Context: an optimization exercise on an open-source flow, tuned for small area. The choices shown serve that exercise and are no tape-out recipe.
In this exercise RTL edits were held to simulation tests only and were not proved equivalent to the original.

==> inputs of job 8061 <==
==> flow/design.v <==
package regfile_pkg;
  localparam int DEF_DATA_WIDTH = 64;
  localparam int DEF_ADDR_WIDTH = 5;
  localparam int DEF_ZERO_IDX = 31;
  function automatic int depth_of(input int aw);
    depth_of = 1 << aw;
  endfunction
  function automatic int count_width(input int depth);
    count_width = $clog2(depth) + 1;
  endfunction
endpackage
import regfile_pkg::*;
module regfile_scoreboard #(
  parameter int ADDR_WIDTH = DEF_ADDR_WIDTH,
  parameter int NUM_READ = 2,
  parameter int BYPASS = 1
) (
  input  logic                           clk,
  input  logic                           reset_n,
  input  logic                           wr_en,
  input  logic [ADDR_WIDTH-1:0]          wr_idx,
  input  logic                           rsv_en,
  input  logic [ADDR_WIDTH-1:0]          rsv_idx,
  input  logic [NUM_READ*ADDR_WIDTH-1:0] rd_idx,
  output logic [NUM_READ-1:0]            rd_busy,
  output logic [ADDR_WIDTH:0]            busy_count
);
  localparam int DEPTH = 1 << ADDR_WIDTH;
  localparam int CW = $clog2(DEPTH) + 1;
  logic [DEPTH-1:0] busy;
  logic clr, inc, dec;
  always_comb begin
    clr = wr_en && !(rsv_en && rsv_idx == wr_idx);
    inc = rsv_en && !busy[rsv_idx];
    dec = clr && busy[wr_idx];
  end
  always_ff @(posedge clk or negedge reset_n) begin
    if (!reset_n) begin
      busy <= '0;
      busy_count <= '0;
    end else begin
      if (clr) busy[wr_idx] <= 1'b0;
      if (rsv_en) busy[rsv_idx] <= 1'b1;
      busy_count <= busy_count + CW'(inc) - CW'(dec);
    end
  end
  always_comb begin
    rd_busy = '0;
    for (int p = 0; p < NUM_READ; p++)
      rd_busy[p] = busy[rd_idx[p*ADDR_WIDTH +: ADDR_WIDTH]] &&
                   !(BYPASS != 0 && clr && wr_idx == rd_idx[p*ADDR_WIDTH +: ADDR_WIDTH]);
  end
endmodule
import regfile_pkg::*;
module regfile_mp #(
  parameter int DATA_WIDTH = DEF_DATA_WIDTH,
  parameter int ADDR_WIDTH = DEF_ADDR_WIDTH,
  parameter int NUM_READ = 2,
  parameter int ZERO_EN = 1,
  parameter int ZERO_IDX = (1 << ADDR_WIDTH) - 1,
  parameter int BYPASS = 1
) (
  input  logic                           clk,
  input  logic                           reset_n,
  input  logic                           RegWrite,
  input  logic [ADDR_WIDTH-1:0]          WriteRegister,
  input  logic [DATA_WIDTH-1:0]          WriteData,
  input  logic                           Reserve,
  input  logic [ADDR_WIDTH-1:0]          ReserveRegister,
  input  logic [NUM_READ*ADDR_WIDTH-1:0] ReadRegister,
  output logic [NUM_READ*DATA_WIDTH-1:0] ReadData,
  output logic [NUM_READ-1:0]            ReadBusy,
  output logic [ADDR_WIDTH:0]            BusyCount
);
  localparam int DEPTH = 1 << ADDR_WIDTH;
  localparam logic [ADDR_WIDTH-1:0] ZI = ADDR_WIDTH'(ZERO_IDX);
  logic [DATA_WIDTH-1:0] regs [DEPTH];
  logic wr_eff, rsv_eff;
  logic [ADDR_WIDTH-1:0] ri;
  always_comb begin
    wr_eff = reset_n && RegWrite && !(ZERO_EN != 0 && WriteRegister == ZI);
    rsv_eff = reset_n && Reserve && !(ZERO_EN != 0 && ReserveRegister == ZI);
  end
  always_ff @(posedge clk or negedge reset_n) begin
    if (!reset_n) begin
      for (int i = 0; i < DEPTH; i++) regs[i] <= '0;
    end else if (wr_eff) begin
      regs[WriteRegister] <= WriteData;
    end
  end
  always_comb begin
    ReadData = '0;
    ri = '0;
    for (int p = 0; p < NUM_READ; p++) begin
      ri = ReadRegister[p*ADDR_WIDTH +: ADDR_WIDTH];
      ReadData[p*DATA_WIDTH +: DATA_WIDTH] =
        (ZERO_EN != 0 && ri == ZI) ? '0 :
        (BYPASS != 0 && wr_eff && WriteRegister == ri) ? WriteData : regs[ri];
    end
  end
  regfile_scoreboard #(
    .ADDR_WIDTH(ADDR_WIDTH),
    .NUM_READ(NUM_READ),
    .BYPASS(BYPASS)
  ) u_sb (
    .clk(clk),
    .reset_n(reset_n),
    .wr_en(wr_eff),
    .wr_idx(WriteRegister),
    .rsv_en(rsv_eff),
    .rsv_idx(ReserveRegister),
    .rd_idx(ReadRegister),
    .rd_busy(ReadBusy),
    .busy_count(BusyCount)
  );
endmodule
==> flow/run.sh <==
#!/bin/bash
# synth_recipe.tcl (not shown) runs the flow's synth.tcl, then flattens the netlist and writes it again
# the make line also repeats each setting of config.mk as NAME=value (left out here)
make -C /OpenROAD-flow-scripts/flow DESIGN_CONFIG=/design/flow/config.mk WORK_HOME=/design/flow/orfs CLKGATE_MAP_FILE= SYNTH_SCRIPT=/design/flow/synth_recipe.tcl finish
==> flow/config.mk <==
export PLATFORM = sky130hd
export DESIGN_NAME = regfile_mp
export DESIGN_NICKNAME = regfile_mp
export VERILOG_FILES = /design/flow/design.v
export SDC_FILE = /design/flow/constraint.sdc
export NUM_CORES = 8
export LEC_CHECK = 0
export CAP_MARGIN = 20
export CELL_PAD_IN_SITES_DETAIL_PLACEMENT = 1
export CORE_MARGIN = 2
export CORE_UTILIZATION = 35
export SETUP_SLACK_MARGIN = 0.4
export SLEW_MARGIN = 20
==> flow/constraint.sdc <==
create_clock -name core_clock -period 7.0 [get_ports {clk}]
set_input_delay 1.4000 -clock core_clock [delete_from_list [all_inputs] [get_ports {clk}]]
set_output_delay 1.4000 -clock core_clock [all_outputs]
set_load 0.01 [all_outputs]
==> job 480 (differences from job 8061) <==
--- a/flow/design.v
+++ b/flow/design.v
@@ -54,2 +54,48 @@
 import regfile_pkg::*;
+module regfile_wrow #(parameter int W = 64) (
+  input  logic         we,
+  input  logic         hold,
+  input  logic [W-1:0] d,
+  input  logic [W-1:0] q,
+  output logic [W-1:0] y
+);
+  assign y = ({W{we}} & d) | ({W{hold}} & q);
+endmodule
+module regfile_aoi3 #(parameter int W = 64) (
+  input  logic [2:0]   s,
+  input  logic [W-1:0] d0, d1, d2,
+  output logic [W-1:0] yn
+);
+  assign yn = ~(({W{s[0]}} & d0) | ({W{s[1]}} & d1) | ({W{s[2]}} & d2));
+endmodule
+module regfile_aoi2 #(parameter int W = 64) (
+  input  logic [1:0]   s,
+  input  logic [W-1:0] d0, d1,
+  output logic [W-1:0] yn
+);
+  assign yn = ~(({W{s[0]}} & d0) | ({W{s[1]}} & d1));
+endmodule
+module regfile_nand #(parameter int W = 64, parameter int N = 11) (
+  input  logic [N*W-1:0] an,
+  output logic [W-1:0]   y
+);
+  always_comb begin
+    y = '0;
+    for (int k = 0; k < N; k++) y = y | ~an[k*W +: W];
+  end
+endmodule
+module regfile_rdport #(parameter int W = 64) (
+  input  logic [31:0]   sel,
+  input  logic [32*W-1:0] rows,
+  output logic [W-1:0]  y
+);
+  logic [11*W-1:0] pn;
+  for (genvar k = 0; k < 10; k++) begin : g_a3
+    regfile_aoi3 #(.W(W)) u (.s(sel[3*k +: 3]), .d0(rows[(3*k)*W +: W]), .d1(rows[(3*k+1)*W +: W]),
+                             .d2(rows[(3*k+2)*W +: W]), .yn(pn[k*W +: W]));
+  end
+  regfile_aoi2 #(.W(W)) u_a2 (.s(sel[31:30]), .d0(rows[30*W +: W]), .d1(rows[31*W +: W]),
+                              .yn(pn[10*W +: W]));
+  regfile_nand #(.W(W), .N(11)) u_or (.an(pn), .y(y));
+endmodule
 module regfile_mp #(
@@ -75,26 +121,34 @@
   localparam int DEPTH = 1 << ADDR_WIDTH;
-  localparam logic [ADDR_WIDTH-1:0] ZI = ADDR_WIDTH'(ZERO_IDX);
-  logic [DATA_WIDTH-1:0] regs [DEPTH];
+  localparam int W = DATA_WIDTH;
+  logic [W-1:0] regs [DEPTH-1];
+  logic [W-1:0] nxt [DEPTH-1];
+  logic [DEPTH-2:0] valid, we;
   logic wr_eff, rsv_eff;
-  logic [ADDR_WIDTH-1:0] ri;
   always_comb begin
-    wr_eff = reset_n && RegWrite && !(ZERO_EN != 0 && WriteRegister == ZI);
-    rsv_eff = reset_n && Reserve && !(ZERO_EN != 0 && ReserveRegister == ZI);
+    wr_eff = reset_n && RegWrite && WriteRegister != ADDR_WIDTH'(ZERO_IDX);
+    rsv_eff = reset_n && Reserve && ReserveRegister != ADDR_WIDTH'(ZERO_IDX);
+    for (int i = 0; i < DEPTH - 1; i++) we[i] = wr_eff && WriteRegister == ADDR_WIDTH'(i);
   end
   always_ff @(posedge clk or negedge reset_n) begin
-    if (!reset_n) begin
-      for (int i = 0; i < DEPTH; i++) regs[i] <= '0;
-    end else if (wr_eff) begin
-      regs[WriteRegister] <= WriteData;
+    if (!reset_n) valid <= '0;
+    else valid <= valid | we;
+  end
+  for (genvar i = 0; i < DEPTH - 1; i++) begin : g_reg
+    regfile_wrow #(.W(W)) u_w (.we(we[i]), .hold(!we[i]), .d(WriteData), .q(regs[i]), .y(nxt[i]));
+    always_ff @(posedge clk) regs[i] <= nxt[i];
+  end
+  logic [DEPTH*W-1:0] rows;
+  always_comb begin
+    for (int i = 0; i < DEPTH - 1; i++) rows[i*W +: W] = regs[i];
+    rows[(DEPTH-1)*W +: W] = WriteData;
+  end
+  for (genvar p = 0; p < NUM_READ; p++) begin : g_rd
+    logic [ADDR_WIDTH-1:0] ri;
+    logic [DEPTH-1:0] sel;
+    always_comb begin
+      ri = ReadRegister[p*ADDR_WIDTH +: ADDR_WIDTH];
+      for (int i = 0; i < DEPTH - 1; i++) sel[i] = ri == ADDR_WIDTH'(i) && valid[i] && !we[i];
+      sel[DEPTH-1] = wr_eff && WriteRegister == ri;
     end
-  end
-  always_comb begin
-    ReadData = '0;
-    ri = '0;
-    for (int p = 0; p < NUM_READ; p++) begin
-      ri = ReadRegister[p*ADDR_WIDTH +: ADDR_WIDTH];
-      ReadData[p*DATA_WIDTH +: DATA_WIDTH] =
-        (ZERO_EN != 0 && ri == ZI) ? '0 :
-        (BYPASS != 0 && wr_eff && WriteRegister == ri) ? WriteData : regs[ri];
-    end
+    regfile_rdport #(.W(W)) u_rp (.sel(sel), .rows(rows), .y(ReadData[p*W +: W]));
   end
--- a/flow/config.mk
+++ b/flow/config.mk
@@ -13 +13,2 @@
 export SLEW_MARGIN = 20
+export SYNTH_HIERARCHICAL = 1
==> flow_summary.toml <==
[outcome]
status = "complete, no violations"

[route]
met3_wirelength_um = 109000
met2_length_um = 242000
drt_first_pass_iters = 11

[sta]
fmax_mhz = 145
final.setup_skew_ns = 0.00766

[finish]
num-multi-input-gates = 5754
final-nonclk-buf-share_pct = 7.12
layout.cells.most_common = "sky130_fd_sc_hd__dfrtp_1"

[clocking]
post_cts_resize_count = 1

[logic_synthesis]
synth_top_area_share_pct = 48.7

[global_route]
initial_antenna_violation_count = 88
# the run above: job 8061

==> flow_summary.toml <==
[logic_synthesis]
synth_top_area_share_pct = 44.7

[sta]
final.setup_skew_ns = 0.0185

[outcome]
status = "complete, no violations"

[clocking]
post_cts_resize_count = 14

[finish]
num-multi-input-gates = 4392
final-nonclk-buf-share_pct = 6.30

[route]
met2_length_um = 190000
# the run above: job 480

==> static timing again, ports no longer ideal <==
No port has a modelled driver above. Below, the same layouts with a new extraction and two added sets of constraints.
Step 1 (the two cells are an assumption about what drives the block):
set clk [get_ports {clk}]
set_driving_cell -lib_cell sky130_fd_sc_hd__clkbuf_16 $clk
set_driving_cell -lib_cell sky130_fd_sc_hd__buf_2 [delete_from_list [all_inputs] $clk]
Step 2, shift: input delay + t, output delay - t, t = (earliest + latest rising clock arrival at the registers) / 2. This alone moves slack from input paths to output paths.
Slacks: ideal ports / drivers / drivers and shift; pairs: ideal ports / drivers.
| run | t, ns | slack for setup (ns) | cell pins on the clock port's net |
|---|---|---|---|
| job 8061 | 1.049 | 0.109 / -0.061 / -0.061 | 1 |
| job 480 | 0.992 | 0.351 / 0.269 / 0.269 | 1 |
With both steps, setup timing fails in job 8061, where it was met with ideal ports. For job 8061, which loses most, drivers alone change the setup slack by -0.170 ns; drivers and shift together by -0.170 ns.
